Context: an optimization exercise on an open-source flow, tuned for small area, a short achievable clock period and few clock cycles per item. The choices shown serve that exercise and are no tape-out recipe.
RTL that was checked went through simulation tests only; none was proved equivalent to the original.
No functional check of the RTL was part of runs 1 and 2.
The clock cells of runs 2 and 3 come from the design's own scripts or RTL, not from TritonCTS.
The clock port is modelled as an ideal driver, which makes a skipped or thinned clock tree look cheaper than it is; a real chip needs a root buffer or a tree.
Power figures rest on the tool's default switching activity, not on a simulated workload.

[design/flow/flow/run.sh]
#!/bin/bash
# standard ORFS layout (the standard.sh, standard synthesis unchanged),
# with every port buffered by the smallest buffer instead of a delay buffer,
# and no dummy loads in the clock tree
set -euo pipefail
export CTS_ARGS="-sink_clustering_enable -repair_clock_nets -dont_use_dummy_load"
bash standard.sh "BUFFER_PORTS_ARGS=-buffer_cell sky130_fd_sc_hd__buf_1" finish > standard.log 2>&1
[design/flow/standard.sh]
#!/bin/bash
# synth_recipe.tcl (not shown) runs the flow's synth.tcl, then flattens the netlist and writes it again
# the make line also repeats each setting of config.mk as NAME=value (left out here)
make -C /OpenROAD-flow-scripts/flow DESIGN_CONFIG=/design/flow/config.mk WORK_HOME=/design/flow/orfs CLKGATE_MAP_FILE= SYNTH_SCRIPT=/design/flow/synth_recipe.tcl "${@:-finish}"
[design/flow/config.mk]
export PLATFORM = sky130hd
export DESIGN_NAME = bridgeTop
export DESIGN_NICKNAME = bridgeTop
export VERILOG_FILES = /design/flow/design.v
export SDC_FILE = /design/flow/constraint.sdc
export NUM_CORES = 4
export LEC_CHECK = 0
export CAP_MARGIN = 20
export CORE_MARGIN = 2
export CORE_UTILIZATION = 40
export SETUP_SLACK_MARGIN = 2.9
export SLEW_MARGIN = 20
[design/flow/constraint.sdc]
create_clock -name core_clock -period 5.0 [get_ports {pclk}]
set_input_delay 1.0000 -clock core_clock [delete_from_list [all_inputs] [get_ports {pclk}]]
set_output_delay 1.0000 -clock core_clock [all_outputs]
set_load 0.01 [all_outputs]
[design/flow/design.v]
`timescale 1ns/1ps
`default_nettype none
module bridgeTop (
  input  wire         pclk,
  input  wire         preset_n,
  input  wire         awvalid,
  output logic        awready,
  input  wire  [31:0] awaddr,
  input  wire  [7:0]  awid,
  input  wire  [7:0]  awlen,
  input  wire  [1:0]  awburst,
  input  wire  [2:0]  awprot,
  input  wire         wvalid,
  output logic        wready,
  input  wire  [31:0] wdata,
  input  wire  [3:0]  wstrb,
  input  wire         arvalid,
  output logic        arready,
  input  wire  [31:0] araddr,
  input  wire  [7:0]  arid,
  input  wire  [7:0]  arlen,
  input  wire  [1:0]  arburst,
  input  wire  [2:0]  arprot,
  output logic        rvalid,
  input  wire         rready,
  output logic [31:0] rdata,
  output logic [1:0]  rresp,
  output logic [7:0]  rid,
  output logic        rlast,
  output logic        bvalid,
  input  wire         bready,
  output logic [1:0]  bresp,
  output logic [7:0]  bid,
  output logic [31:0] paddr,
  output logic [31:0] pwdata,
  output logic [3:0]  pstrb,
  output logic [2:0]  pprot,
  output logic        pwrite,
  output logic        penable,
  output logic [3:0]  psel,
  input  wire  [3:0]  pready,
  input  wire  [3:0]  pslverr,
  input  wire  [127:0] prdata
);
  logic        act;
  logic        turn;       
  logic        oom;        
  logic        incr;
  logic [7:0]  cnt;        
  logic        wHave;      
  logic [14:0] addr;
  logic [3:0]  strb;
  logic        wr;         
  logic [3:0]  rsel;       
  logic        rAcc;       
  logic        wFree;      
  logic [3:0]  accS;       
  logic        accO;       
  logic [3:0]  awSelQ;
  logic [3:0]  arSelQ;
  logic        last;
  logic        takeW;
  logic        takeR;
  logic        sel;        
  logic        serr;
  logic [31:0] sdata;
  logic        done;
  logic        go;
  logic        wTake;
  logic        actN;
  logic        turnN;
  logic        wHaveN;
  logic        rvalidN;
  logic        bvalidN;
  logic        wAccN;
  assign last  = (cnt == 8'd0);
  assign takeW = awready && awvalid;
  assign takeR = arready && arvalid;
  assign wTake = wready && wvalid;
  always_comb begin
    sel   = 1'b0;
    serr  = 1'b0;
    sdata = 32'd0;
    for (int s = 0; s < 4; s++) begin
      sel   = sel   | (accS[s] & pready[s]);
      serr  = serr  | (accS[s] & pslverr[s]);
      sdata = sdata | ({32{rsel[s]}} & prdata[32*s +: 32]);
    end
  end
  assign done = accO || sel;
  assign go   = act && !penable &&
                (wr ? (wHave && (!last || !bvalid || bready))
                    : (!rvalid || rready));
  assign wFree = !wHave && !(act && wr && penable);
  assign paddr = {17'd0, addr};
  always_comb begin
    actN    = (act && !(done && last)) || takeW || takeR;
    turnN   = act ? turn : !turn;
    wHaveN  = wTake || (wHave && !(done && wr));
    rvalidN = (done && !wr) || (rvalid && !rready);
    bvalidN = (done && wr && last) || (bvalid && !bready);
    wAccN   = !wHaveN && !(actN && (act ? wr : takeW) && (penable ? !done : go));
  end
  always_ff @(posedge pclk or negedge preset_n) begin
    if (!preset_n) begin
      act     <= 1'b0;
      turn    <= 1'b0;
      penable <= 1'b0;
      psel    <= 4'd0;
      rsel    <= 4'd0;
      rAcc    <= 1'b0;
      accS    <= 4'd0;
      accO    <= 1'b0;
      wHave   <= 1'b0;
      rvalid  <= 1'b0;
      bvalid  <= 1'b0;
      awready <= 1'b0;
      arready <= 1'b0;
      wready  <= 1'b0;
    end else begin
      act     <= actN;
      turn    <= turnN;
      wHave   <= wHaveN;
      rvalid  <= rvalidN;
      bvalid  <= bvalidN;
      awready <= !actN && turnN && !bvalidN && awvalid && !takeW;
      arready <= !actN && !turnN && !rvalidN && arvalid && !takeR;
      wready  <= wAccN;
      if (!act) begin
        psel <= takeW ? awSelQ : takeR ? arSelQ : 4'd0;
        rsel <= takeR ? arSelQ : 4'd0;
      end
      if (go) begin
        penable <= 1'b1;
        rAcc    <= !wr;
        accS    <= psel;
        accO    <= oom;
      end
      if (done) begin
        penable <= 1'b0;
        rAcc    <= 1'b0;
        accS    <= 4'd0;
        accO    <= 1'b0;
        if (last) begin
          psel <= 4'd0;
          rsel <= 4'd0;
        end
      end
    end
  end
  always_ff @(posedge pclk) begin
    if (!act) begin
      wr     <= turn;
      pwrite <= awready;
      oom    <= turn ? (awSelQ == 4'd0) : (arSelQ == 4'd0);
      incr   <= turn ? (awburst == 2'd1) : (arburst == 2'd1);
      cnt    <= turn ? awlen : arlen;
      pprot  <= turn ? awprot : arprot;
      addr   <= {1'b0, turn ? awaddr[13:0] : araddr[13:0]};
    end else if (done) begin
      cnt <= cnt - 8'd1;
      if (incr) begin
        addr[14:2] <= addr[14:2] + 13'd1;
      end
    end
    if (!act && turn && !bvalid) begin
      bid   <= awid;
      bresp <= 2'd0;
    end else if (done && wr) begin
      bresp <= bresp | {oom | serr, oom};
    end
    if (!act && !turn && !rvalid) begin
      rid <= arid;
    end
    awSelQ <= (awaddr[31:14] == 18'd0) ? 4'b0001 << awaddr[13:12] : 4'd0;
    arSelQ <= (araddr[31:14] == 18'd0) ? 4'b0001 << araddr[13:12] : 4'd0;
    pstrb <= (act ? wr : turn) ? (wFree ? wstrb : strb) : 4'd0;
    if (wFree) begin
      pwdata <= wdata;
      strb   <= wstrb;
    end
    if (rAcc) begin
      rdata <= sdata;
      rresp <= {oom | serr, oom};
      rlast <= last;
    end
  end
endmodule
`default_nettype wire
==> results.cfg, run 1 <==
[final_layout]
multi_input_area_mm2 = 0.00229
final_core_util_pct = 54.5
syn_to_final_growth_pct = 33.4
regArea_mm2 = 0.00432
design_area_mm2 = 0.00903
drive_above_1_share_pct = 7.00
fin_nets = 1249
diodes = 0
fillers = 1542

[routing]
dr_total_vias = 5958
viasPerCell = 5.06
drtPass1Iterations = 5
drc = 0
detail-route-antenna-nets = 0
drtIter0Drc = 348
routed_wl_um = 21200
wl_per_cell_um = 18.0

[timing]
whs_ns = 0.466
timing.final.ws_setup_ns = 2.94
maxSlewHeadroom_pct = 48.5
rsz0062_at_grt = no
fin_skew_ns = 0.0183
tightestPinTransition_ns = 0.773
fmax_mhz = 485
maxSlewViolCount = 0
period_share_pct = 41.3
period_minus_slack_ns = 2.06
setup_viol = 0
tns_ns = 0
hold_viol_final = 0

[die]
io_pins = 420
std_cell_rows = 47
die_w_um = 134
die_area_mm2 = 0.0180
core_area_mm2 = 0.0166
start_util_pct = 40.8
die_h_um = 134

[run]
drv_cap = 0

[clock_network]
cts-root-buf = clkbuf_16
numClockSinks = 154
clock_path_buffers = 2
numCtsBuffers = 17
clkSlewWorstSetupHoldPaths_ns = 0.05
clock_insertion_delay_worst_skew_ns = 0.42
hold_buffers = 0
tritoncts = yes
htreeDepth = 4

[synthesis]
synth_top_area_cell = edfxtp_1
ys_seq_area_share_pct = 63.6
synth.avg_cell_area_um2 = 12.3
synth_edf_count = 111
synth_warnings = 1
yosys-top-cells-count = edfxtp_1 (111), a22oi_1 (68), nand2_1 (58), a21oi_1 (28), clkbuf_1 (25)
synth_area_mm2 = 0.00677
post-synth-top-count-cell = edfxtp_1
ys_ff_latch = 154
synth_cell_types = 54
syn_inst = 549
synth.area.top_cells = edfxtp_1 (49%), dfrtp_1 (8.5%), a22oi_1 (7.5%)
synth_ff_type = edfxtp_1
async_reset_ff_share_pct = 14.9
synth_top_area_share_pct = 49.2

[setup_path]
max_stage_delay_ns = 0.49
end_kind = primary output
path_delay_family = flip-flops
path_class = flip-flop to primary output
cp_num_buf_inv = 1
r2r_start = act
crit_path_start = addr[10]
start_kind = flip-flop
crit_slowest_cell = edfxtp_1
required_ns = 4.00
worstPathMaxFanout = 5
arrival_ns = 1.06
path_cells = buf_1

[power_and_ir_drop]
ir_drop_v = 0.000254
power.density_mw_per_mm2 = 311
leakage_nw = 3.23

[min_path]
worstHoldStart = strb[1]
hp-class = flip-flop to flip-flop

[run_status]
outcome = no timing/DRC/antenna violations

[placement]
portBuffers = 402
dp_hpwl_um = 16100
place_area_mm2 = 0.00846
globalplace.congestion = 0.779
pre_cts_ws_ns = 2.02

[global_routing]
grt_start_max_net_pins = 46
antenna_found_initial = 1
grt_pass1_wl_um = 31100
grt_use_total_pct = 22.8
first_global_vias = 5624
overflow = 0
-- cells in the final DEF (no fill, tap or decap), types with 10 or more instances in the layout --
cell type  netlist  routed
a211oi_1        14      14
a21oi_1         28      28
a22oi_1         68      68
buf_1            3     400
buf_4           17      18
clkbuf_16        0      17
conb_1           1      17
dfrtp_1         23      20
dfxtp_1         20      20
edfxtp_1       111     111
nand2_1         58      56
nor2_1          17      17
nor2b_1         15      13
nor4_1          10      10
o21ai_0         17      17
-- through the flow --
step,power (W),cells
after floorplan,0.00165,565
after global placement,0.00181,1146
after detailed placement,0.00182,1147
after CTS,0.00283,1169
after global routing,0.00292,1177
final,0.00281,1177
-- logic make-up (layout without fill, tap and decap cells) --
logic type / Yosys count / count (layout) / share of synthesized area, %
simple gates: 152 / 152 / 11.7
compound gates: 148 / 148 / 14.8
fa+ha+maj: 5 / 5 / 0.924
xor+xnor: 15 / 15 / 1.94
mux: 17 / 17 / 2.68
buf+inv: 57 / 449 / 4.23
flops: 154 / 154 / 63.6
other cells: 1 / 17 / 0.0554
-- flip-flops by register name (all words and copies together), names as in the netlist, 2 cells and up --
name and cells:
rresp 2, bresp 2, pstrb 4, rid 8, awSelQ 4, addr 15, bid 8, arSelQ 4
cnt 8, rdata 32, rsel 4, pwdata 32, pprot 3, psel 4, accS 4, strb 4
-- routing by layer --
| layer | part of all wire (%) | vias to the layer above | wire length [um] | global-route usage [%] |
|---|---|---|---|---|
| met4 | 1.2 | 2 | 247 | 6.26 |
| li1 | - | 2852 | - | - |
| met5 | 0.061 | - | 13 | 0 |
| met2 | 50 | 285 | 10600 | 38.6 |
| met3 | 8.2 | 25 | 1740 | 6.12 |
| met1 | 41 | 2794 | 8610 | 29.0 |
-- final cells by class --
type                       instances  area share [%]
tap                              220            3.05
inverter                          10           0.457
multi-input combinational        354            25.4
sequential                       154            47.8
timing repair buffer             422            18.6
clock buffer                      17            4.71
-- report_power, final --
group	switching, W	internal [W]
Combinational	0.000178	0.000105
Sequential	0.0000281	0.00148
Clock	0.000427	0.000588
Total	0.000633	0.00217
-- path summary, 6_finish.rpt --
check | to | slack, ns | cells past startpoint
worst min-delay path | strb[1] | 0.47 | 1
worst max register to register | pstrb[3] | 3.01 | 3
max in group asynchronous | act | 4.17 | 2
worst max-delay path | paddr[10] | 2.94 | 1
worst min register to register | strb[1] | 0.47 | 1
min in group asynchronous | rsel[3] | 0.56 | 2
-- timing repair --
| action | 4_1_cts | 5_1_grt |
|---|---|---|
| hold endpoints to repair | 0 | 0 |
| pin swaps | 2 | 0 |
| setup endpoints to repair | 85 | 26 |
| buffers inserted | 5 | 8 |
| gates resized for setup | 7 | 4 |
==> run 2, diff against run 1 <==
==> design/flow/flow/run.sh (replaced) <==
#!/bin/bash
# standard ORFS layout (the standard.sh, standard synthesis unchanged),
# with every port buffered by the smallest buffer instead of a delay buffer,
# and a one-level clock tree (see post_cts.tcl)
set -euo pipefail
export CLKTREE_DIR="$PWD/flow"
export POST_CTS_TCL="$PWD/flow/post_cts.tcl"
bash standard.sh "BUFFER_PORTS_ARGS=-buffer_cell sky130_fd_sc_hd__buf_1" finish > standard.log 2>&1
==> design/flow/flow/mytree.tcl (new file) <==
# rebuild the clock tree of the clock port as one level of K buffers,
# each driving a cluster of sinks (k-means on sink locations)
proc rebuild_clock_tree { clkport K bufname {rootname ""} } {
  set block [ord::get_db_block]
  set bterm [$block findBTerm $clkport]
  set rootnet [$bterm getNet]
  # walk the buffer tree from the port, collecting sinks and tree cells
  set sinks {}
  set tree {}
  set nets [list $rootnet]
  while {[llength $nets]} {
    set net [lindex $nets 0]; set nets [lrange $nets 1 end]
    foreach it [$net getITerms] {
      if {[$it isInputSignal] == 0 && [$it getIoType] != "INPUT"} { continue }
      set inst [$it getInst]
      set m [$inst getMaster]
      if {[$m isSequential]} { lappend sinks $it; continue }
      # a buffer/inverter/dummy load of the tree
      lappend tree $inst
      foreach ot [$inst getITerms] {
        if {[$ot getIoType] == "OUTPUT" && [$ot getNet] != "NULL"} { lappend nets [$ot getNet] }
      }
    }
  }
  puts "clock tree: [llength $sinks] sinks, [llength $tree] tree cells"
  # remove tree cells and their output nets
  foreach inst $tree {
    foreach ot [$inst getITerms] {
      set n [$ot getNet]
      if {$n != "NULL" && [$ot getIoType] == "OUTPUT"} {
        foreach it [$n getITerms] { $it disconnect }
        odb::dbNet_destroy $n
      }
    }
    odb::dbInst_destroy $inst
  }
  # sink locations
  set pts {}
  foreach it $sinks {
    set bb [[$it getInst] getBBox]
    lappend pts [list [expr {([$bb xMin]+[$bb xMax])/2.0}] [expr {([$bb yMin]+[$bb yMax])/2.0}]]
  }
  # k-means, seeded along x
  set n [llength $pts]
  set cs {}
  for {set k 0} {$k < $K} {incr k} { lappend cs [lindex [lsort -real -index 0 $pts] [expr {int(($k+0.5)*$n/$K)}]] }
  for {set iter 0} {$iter < 30} {incr iter} {
    set asg {}
    foreach p $pts {
      set best 0; set bd 1e18
      for {set k 0} {$k < $K} {incr k} {
        set c [lindex $cs $k]
        set d [expr {pow([lindex $p 0]-[lindex $c 0],2)+pow([lindex $p 1]-[lindex $c 1],2)}]
        if {$d < $bd} { set bd $d; set best $k }
      }
      lappend asg $best
    }
    set ncs {}
    for {set k 0} {$k < $K} {incr k} {
      set sx 0.0; set sy 0.0; set c 0
      foreach p $pts a $asg { if {$a == $k} { set sx [expr {$sx+[lindex $p 0]}]; set sy [expr {$sy+[lindex $p 1]}]; incr c } }
      if {$c} { lappend ncs [list [expr {$sx/$c}] [expr {$sy/$c}]] } else { lappend ncs [lindex $cs $k] }
    }
    set cs $ncs
  }
  set master [[ord::get_db] findMaster $bufname]
  # optional root buffer at the centre of the leaves, between port and leaves
  set leafnet $rootnet
  if {$rootname != ""} {
    set sx 0.0; set sy 0.0
    foreach c $cs { set sx [expr {$sx+[lindex $c 0]}]; set sy [expr {$sy+[lindex $c 1]}] }
    set rinst [odb::dbInst_create $block [[ord::get_db] findMaster $rootname] "clkbuf_root"]
    set leafnet [odb::dbNet_create $block "clknet_root"]
    $leafnet setSigType CLOCK
    [$rinst findITerm A] connect $rootnet
    [$rinst findITerm X] connect $leafnet
    $rinst setLocation [expr {int($sx/$K)}] [expr {int($sy/$K)}]
    $rinst setPlacementStatus PLACED
  }
  for {set k 0} {$k < $K} {incr k} {
    set inst [odb::dbInst_create $block $master "clkbuf_leaf_$k"]
    set net [odb::dbNet_create $block "clknet_leaf_$k"]
    $net setSigType CLOCK
    [$inst findITerm A] connect $leafnet
    [$inst findITerm X] connect $net
    set c [lindex $cs $k]
    $inst setLocation [expr {int([lindex $c 0])}] [expr {int([lindex $c 1])}]
    $inst setPlacementStatus PLACED
    set cnt 0
    foreach it $sinks a $asg { if {$a == $k} { $it connect $net; incr cnt } }
    puts "leaf $k: $cnt sinks at $c"
  }
}
==> design/flow/flow/post_cts.tcl (new file) <==
# after ORFS's CTS: replace its clock tree (an H-tree of two buffer levels
# plus dummy loads) by a root buffer and six leaf clock buffers, each driving
# one cluster of flip-flops, for a shorter, balanced clock insertion delay
source $::env(CLKTREE_DIR)/mytree.tcl
rebuild_clock_tree pclk 6 sky130_fd_sc_hd__clkbuf_16 sky130_fd_sc_hd__clkbuf_16
detailed_placement
check_placement -verbose
estimate_parasitics -placement
report_clock_latency
report_clock_skew
==> run 2 against run 1 <==
  * Critical path depth is 6 higher
  * Maximum frequency is 0.58% higher
  * Global-route usage is 1.0 points lower
  * Setup slack better by 0.012 ns
  * Register-to-register slack better by 0.03 ns
  * Largest cell class unchanged
  * Power is 14% lower
  * Clock power is 39% lower
  * Clock skew is 0.012 ns higher
  * Still clean on timing, DRC and antenna
  * Utilization is 1.5 points lower
==> results.cfg, run 2 <==
[synthesis]
synth_top_area_cell = edfxtp_1
synth.avg_cell_area_um2 = 12.3
async_reset_ff_share_pct = 14.9
synth_edf_count = 111
ys_seq_area_share_pct = 63.6
synth_cell_types = 54
synth_ff_type = edfxtp_1
synth_warnings = 1
yosys-top-cells-count = edfxtp_1 (111), a22oi_1 (68), nand2_1 (58), a21oi_1 (28), clkbuf_1 (25)
synth_area_mm2 = 0.00677
post-synth-top-count-cell = edfxtp_1
ys_ff_latch = 154
synth.area.top_cells = edfxtp_1 (49%), dfrtp_1 (8.5%), a22oi_1 (7.5%)
synth_top_area_share_pct = 49.2
syn_inst = 549

[global_routing]
grt_pass1_wl_um = 30600
first_global_vias = 5500
grt_start_max_net_pins = 46
grt_use_total_pct = 21.8
overflow = 0
antenna_found_initial = 1

[min_path]
hp-class = flip-flop to flip-flop
holdPathStages = 1
worstHoldStart = strb[1]
worstHoldEndpoint = strb[1]

[clock_network]
clock_insertion_delay_worst_skew_ns = 0.37
numClockSinks = 154
clkSlewWorstSetupHoldPaths_ns = 0.10

[power_and_ir_drop]
ir_drop_v = 0.000161
power.density_mw_per_mm2 = 274
leakage_nw = 3.10

[routing]
routed_wl_um = 21200
dr_total_vias = 5952
wl_per_cell_um = 18.2
viasPerCell = 5.10
drc = 0
drtIter0Drc = 414
drtPass1Iterations = 5
detail-route-antenna-nets = 0

[timing]
maxSlewHeadroom_pct = 58.4
rsz0062_at_grt = no
maxSlewViolCount = 0
tightestPinTransition_ns = 0.622
period_share_pct = 41.0
tns_ns = 0
period_minus_slack_ns = 2.05
hold_viol_final = 0
setup_viol = 0
fmax_mhz = 487
fin_skew_ns = 0.0303
whs_ns = 0.477

[run_status]
outcome = no timing/DRC/antenna violations

[setup_path]
path_common_cell = buf_4
ff2ff_setup_slack_ns = 3.04
reg2reg_depth = 4
max_stage_delay_ns = 0.49
path_cells = buf_1 > a222oi_1 > buf_4 > buf_4 > a21bo_4 > or4_1 > a21oi_1
worstPathMaxFanout = 3
path_class = input port to flip-flop
critical_path.reg2reg.endpoint = wready
r2r_start = cnt[3]
end_kind = flip-flop
cp_num_buf_inv = 3
path_delay_family = simple AND/OR/NAND/NOR gates
cp_num_cells = 7
crit_slowest_cell = or4_1
arrival_ns = 2.33
start_kind = input port
required_ns = 5.28

[die]
die_h_um = 134
io_pins = 420
std_cell_rows = 47
core_area_mm2 = 0.0166
die_w_um = 134
start_util_pct = 40.8
die_area_mm2 = 0.0180

[run]
drv_cap = 0

[placement]
portBuffers = 402
dp_hpwl_um = 16100
globalplace.congestion = 0.779

[final_layout]
final_core_util_pct = 53.0
top_regs = pwdata (32), rdata (32), addr (15)
fin_nets = 1238
drive_above_1_share_pct = 5.92
diodes = 0
syn_to_final_growth_pct = 29.8
final_cell_mix = buf_1 (401), edfxtp_1 (111), a22oi_1 (68)
layout.cells.most_common = buf_1
[run 2: cell type report]
type / count / area, um^2
plain buffers: 7 / 175
flip-flops and latches: 154 / 4320
inverters: 10 / 41.3
multi-input cells: 355 / 2310
fillers: 1573 / 7790
well taps: 220 / 275
repair buffers: 420 / 1670
[run 2: how the worst max path moves through the flow]
stage | startpoint | to | slack [ns]
floorplan | pready[0] | cnt[0] | 2.77
global placement | pready[0] | wready | 2.08
detailed placement | pready[0] | wready | 2.02
global route | pready[2] | addr[14] | 2.92
finish | pready[0] | addr[14] | 2.95
[run 2: power by group]
group | total [W] | internal, W | switching [W]
registers | 0.00151 | 0.00148 | 0.0000294
logic | 0.000283 | 0.000105 | 0.000178
clock network | 0.000618 | 0.000254 | 0.000364
[run 2: metal layers]
layer	share of wire, %	GRT usage [%]
met2	50	38.4
met4	1.1	2.81
met5	0.061	0
met3	8.3	4.27
met1	41	28.8
[run 2: kinds of logic after synthesis]
family / after synthesis / share of synthesized area (%)
DFF: 154 / 63.6
adders and majority gates: 5 / 0.924
and+or+nand+nor: 152 / 11.7
muxes: 17 / 2.68
other: 1 / 0.0554
AOI/OAI and AO/OA: 148 / 14.8
buffers and inverters: 57 / 4.23
xor gates and xnor gates: 15 / 1.94
[run 2: metrics by stage]
| step | instance area (um^2) | std cells | setup WS, ns | power (W) |
|---|---|---|---|---|
| 3_3_place_gp | 8450 | 1146 | 2.08 | 0.00181 |
| 6_report | 8790 | 1166 | 2.95 | 0.00241 |
| 2_1_floorplan | 6870 | 565 | 2.77 | 0.00165 |
| 3_5_place_dp | 8460 | 1147 | 2.02 | 0.00182 |
| 5_1_grt | 8790 | 1166 | 2.92 | 0.00250 |
==> run 3, diff against run 2 <==
--- a/design/flow/design.v
+++ b/design/flow/design.v
@@ -55,8 +55,4 @@
   logic        rAcc;       
   logic        wFree;      
-  logic [3:0]  accS;       
-  logic        accO;       
-  logic [3:0]  awSelQ;
-  logic [3:0]  arSelQ;
   logic        last;
   logic        takeW;
@@ -74,5 +70,9 @@
   logic        bvalidN;
   logic        wAccN;
+  logic        awOom;
+  logic        arOom;
   assign last  = (cnt == 8'd0);
+  assign awOom = (awaddr[31:14] != 18'd0);
+  assign arOom = (araddr[31:14] != 18'd0);
   assign takeW = awready && awvalid;
   assign takeR = arready && arvalid;
@@ -83,10 +83,10 @@
     sdata = 32'd0;
     for (int s = 0; s < 4; s++) begin
-      sel   = sel   | (accS[s] & pready[s]);
-      serr  = serr  | (accS[s] & pslverr[s]);
+      sel   = sel   | (psel[s] & pready[s]);
+      serr  = serr  | (psel[s] & pslverr[s]);
       sdata = sdata | ({32{rsel[s]}} & prdata[32*s +: 32]);
     end
   end
-  assign done = accO || sel;
+  assign done = act && penable && (oom || sel);
   assign go   = act && !penable &&
                 (wr ? (wHave && (!last || !bvalid || bready))
@@ -110,6 +110,4 @@
       rsel    <= 4'd0;
       rAcc    <= 1'b0;
-      accS    <= 4'd0;
-      accO    <= 1'b0;
       wHave   <= 1'b0;
       rvalid  <= 1'b0;
@@ -124,22 +122,19 @@
       rvalid  <= rvalidN;
       bvalid  <= bvalidN;
-      awready <= !actN && turnN && !bvalidN && awvalid && !takeW;
-      arready <= !actN && !turnN && !rvalidN && arvalid && !takeR;
+      awready <= !actN && turnN && !bvalidN;
+      arready <= !actN && !turnN && !rvalidN;
       wready  <= wAccN;
       if (!act) begin
-        psel <= takeW ? awSelQ : takeR ? arSelQ : 4'd0;
-        rsel <= takeR ? arSelQ : 4'd0;
+        psel <= (takeW || takeR) && !(turn ? awOom : arOom)
+              ? 4'b0001 << (turn ? awaddr[13:12] : araddr[13:12]) : 4'd0;
+        rsel <= takeR && !arOom ? 4'b0001 << araddr[13:12] : 4'd0;
       end
       if (go) begin
         penable <= 1'b1;
         rAcc    <= !wr;
-        accS    <= psel;
-        accO    <= oom;
       end
       if (done) begin
         penable <= 1'b0;
         rAcc    <= 1'b0;
-        accS    <= 4'd0;
-        accO    <= 1'b0;
         if (last) begin
           psel <= 4'd0;
@@ -153,5 +148,5 @@
       wr     <= turn;
       pwrite <= awready;
-      oom    <= turn ? (awSelQ == 4'd0) : (arSelQ == 4'd0);
+      oom    <= turn ? awOom : arOom;
       incr   <= turn ? (awburst == 2'd1) : (arburst == 2'd1);
       cnt    <= turn ? awlen : arlen;
@@ -173,6 +168,4 @@
       rid <= arid;
     end
-    awSelQ <= (awaddr[31:14] == 18'd0) ? 4'b0001 << awaddr[13:12] : 4'd0;
-    arSelQ <= (araddr[31:14] == 18'd0) ? 4'b0001 << araddr[13:12] : 4'd0;
     pstrb <= (act ? wr : turn) ? (wFree ? wstrb : strb) : 4'd0;
     if (wFree) begin
--- a/design/flow/config.mk
+++ b/design/flow/config.mk
@@ -9,4 +9,4 @@
 export CORE_MARGIN = 2
 export CORE_UTILIZATION = 40
-export SETUP_SLACK_MARGIN = 2.9
+export SETUP_SLACK_MARGIN = 2.8
 export SLEW_MARGIN = 20
==> run 3 against run 2 <==
  * Final area fell by 7.6%
  * Critical endpoint is now oom
  * First-iteration DRC count rose by 0.48%
  * Utilization rose by 0.43 points
  * Still clean
  * Maximum frequency fell by 5.8%
  * Largest power group unchanged
==> results.cfg, run 3 <==
[synthesis]
ys_ff_latch = 141
ys_seq_area_share_pct = 64.8
synth.avg_cell_area_um2 = 12.7
synth.area.top_cells = edfxtp_1 (54%), a22oi_1 (7.9%), dfrtp_1 (7.3%)
synth_area_mm2 = 0.00621
synth_top_area_cell = edfxtp_1
syn_inst = 490
yosys-top-cells-count = edfxtp_1 (111), nand2_1 (66), a22oi_1 (65), clkbuf_1 (21)
synth_ff_type = edfxtp_1
post-synth-top-count-cell = edfxtp_1
async_reset_ff_share_pct = 12.8
synth_top_area_share_pct = 53.7
synth_warnings = 1
synth_edf_count = 111
synth_cell_types = 42

[power_and_ir_drop]
pwr-share-clk_pct = 28.7
power.density_mw_per_mm2 = 250
ir_drop_v = 0.000190
leakage_nw = 2.90
p_total_w = 0.00203
p_sw_share_pct = 20.6
combPwrFrac_pct = 7.5
p_int_w = 0.00161
netSwitchingPower_w = 0.000420
pwr-share-seq_pct = 63.8

[timing]
maxSlewHeadroom_pct = 41.3
rsz0062_at_grt = yes
timing.final.ws_setup_ns = 2.82
setup_viol = 0
hold_viol_final = 0
fin_skew_ns = 0.0558
period_share_pct = 43.6
tightestPinTransition_ns = 0.880
fmax_mhz = 459
period_minus_slack_ns = 2.18
maxSlewViolCount = 0
tns_ns = 0

[routing]
drtPass1Iterations = 5
drc = 0
dr_total_vias = 5546
detail-route-antenna-nets = 0
routed_wl_um = 20500
viasPerCell = 5.18
drtIter0Drc = 416
wl_per_cell_um = 19.2

[final_layout]
stdcell_count = 1070
regArea_mm2 = 0.00403
layout.cells.most_common = buf_1
fillers = 1395
diodes = 0
drive_above_1_share_pct = 4.99
top_regs = pwdata (32), rdata (32), addr (15)
multi_input_area_mm2 = 0.00204
fin_nets = 1174
syn_to_final_growth_pct = 30.9
final_cell_mix = buf_1 (402), edfxtp_1 (111), a22oi_1 (65)

[die]
start_util_pct = 40.8
die_h_um = 129
die_area_mm2 = 0.0165
std_cell_rows = 45
die_w_um = 129
core_area_mm2 = 0.0152
io_pins = 420

[setup_path]
worstPathMaxFanout = 5
arrival_ns = 2.24
r2r_start = turn
critical_path.reg2reg.endpoint = oom
ff2ff_setup_slack_ns = 2.86
required_ns = 5.06
start_kind = input port
reg2reg_depth = 5
end_kind = flip-flop
path_class = input port to flip-flop

[clock_network]
numClockSinks = 141
clock_insertion_delay_worst_skew_ns = 0.37
clkSlewWorstSetupHoldPaths_ns = 0.11

[global_routing]
overflow = 0
antenna_found_initial = 0
grt_start_max_net_pins = 51
first_global_vias = 5157
grt_use_total_pct = 22.7
grt_pass1_wl_um = 28600

[run_status]
outcome = no timing/DRC/antenna violations

[placement]
portBuffers = 402
dp_hpwl_um = 16400
pre_cts_ws_ns = 2.20
placed_cells = 1055
globalplace.congestion = 0.872

[run]
drv_cap = 0

[min_path]
hp-class = input port to async pin
==> run 3: area by class of cell <==
cell class / instances / share of cell area [%]
buffer: 7 / 2.16
multi-input combinational: 310 / 25.1
tap: 188 / 2.90
inverter: 13 / 0.647
sequential: 141 / 49.6
timing repair buffer: 411 / 19.6
==> run 3: cell families (layout without fill, tap and decap cells) <==
family,count (synthesis),count (layout),synth area share [%]
AND/OR/NAND/NOR,130,131,9.82
AO/OA/AOI/OAI,117,117,13.5
adder cells (fa/ha/maj),5,5,1.01
buffers and inverters,56,431,4.45
XOR/XNOR,16,16,2.26
other,1,17,0.0604
multiplexers,24,24,4.05
flip-flops,141,141,64.8
==> run 3: per-stage QoR <==
stage          util [%]  cell area [um^2]  hold slack (ns)
6_report           53.4              8120            0.475
2_1_floorplan         -              6290            0.444
3_3_place_gp       51.5              7830            0.452
5_1_grt            53.4              8120            0.469
3_5_place_dp       51.5              7830            0.464
==> run 3: how the worst max path moves through the flow <==
stage	from	endpoint	slack (ns)	depth (start not counted)
2_1_floorplan	araddr[26]	oom	2.65	4
3_3_place_gp	pready[0]	arready	2.30	5
3_5_place_dp	pready[0]	arready	2.20	5
5_1_grt	turn	oom	2.74	5
6_report	araddr[26]	oom	2.82	5
==> run 3: metal layers <==
metal / track usage, % / vias to the layer above / part of all wire, %
li1: - / 2602 / -
met2: 38.0 / 279 / 48
met1: 28.9 / 2644 / 39
met3: 8.02 / 21 / 11
met4: 4.28 / 0 / 1.7
met5: 0 / - / 0
==> run 3: power groups by stage <==
| stage | clock, W | sequential [W] | combinational [W] |
|---|---|---|---|
| detailed placement | 0 | 0.00132 | 0.000151 |
| global route | 0.000634 | 0.00130 | 0.000169 |
| global placement | 0 | 0.00132 | 0.000147 |
| finish | 0.000584 | 0.00130 | 0.000153 |
| floorplan | 0 | 0.00133 | 0.0000467 |
==> run 3: critical path: stages <==
cell,delay (ns)
buf_1,0.08
or4_4,0.54
or4_4,0.44
o41ai_4,0.10
inv_1,0.08
Testbench counts of run 3, summed over its fixed seeds: cycles 9,506, beats 2,933.

-- re-timing with driven ports --
The results above use ideal ports. As a check the final layouts listed here were re-extracted and re-timed, cells and wires unchanged. Step 1 (the two cells are an assumption about what drives the block):
set clk [get_ports {pclk}]
set_driving_cell -lib_cell sky130_fd_sc_hd__clkbuf_16 $clk
set_driving_cell -lib_cell sky130_fd_sc_hd__buf_2 [delete_from_list [all_inputs] $clk]
Step 2 moves the port delays by t, midway between the first and last clock arrival at a register: inputs arrive t later, outputs are due t later. That takes back most of the time a late clock gives input paths. a / b / c = ideal ports / drivers / drivers and shift; a / b = the first two.
run | t (ns) | setup WS [ns] | slew at the worst register clock pin (ns)
run 1 | 0.451 | 2.936 / 2.894 / 2.586 | 0.06 / 0.06
run 2 | 0.395 | 2.948 / 2.931 / 2.573 | 0.12 / 0.12
run 3 | 0.383 | 2.821 / 2.832 / 2.449 | 0.12 / 0.12
After both steps every run listed still meets setup and hold. The setup slack of run 2, which loses most, moves by -0.017 ns with the drivers and by -0.375 ns with both steps.
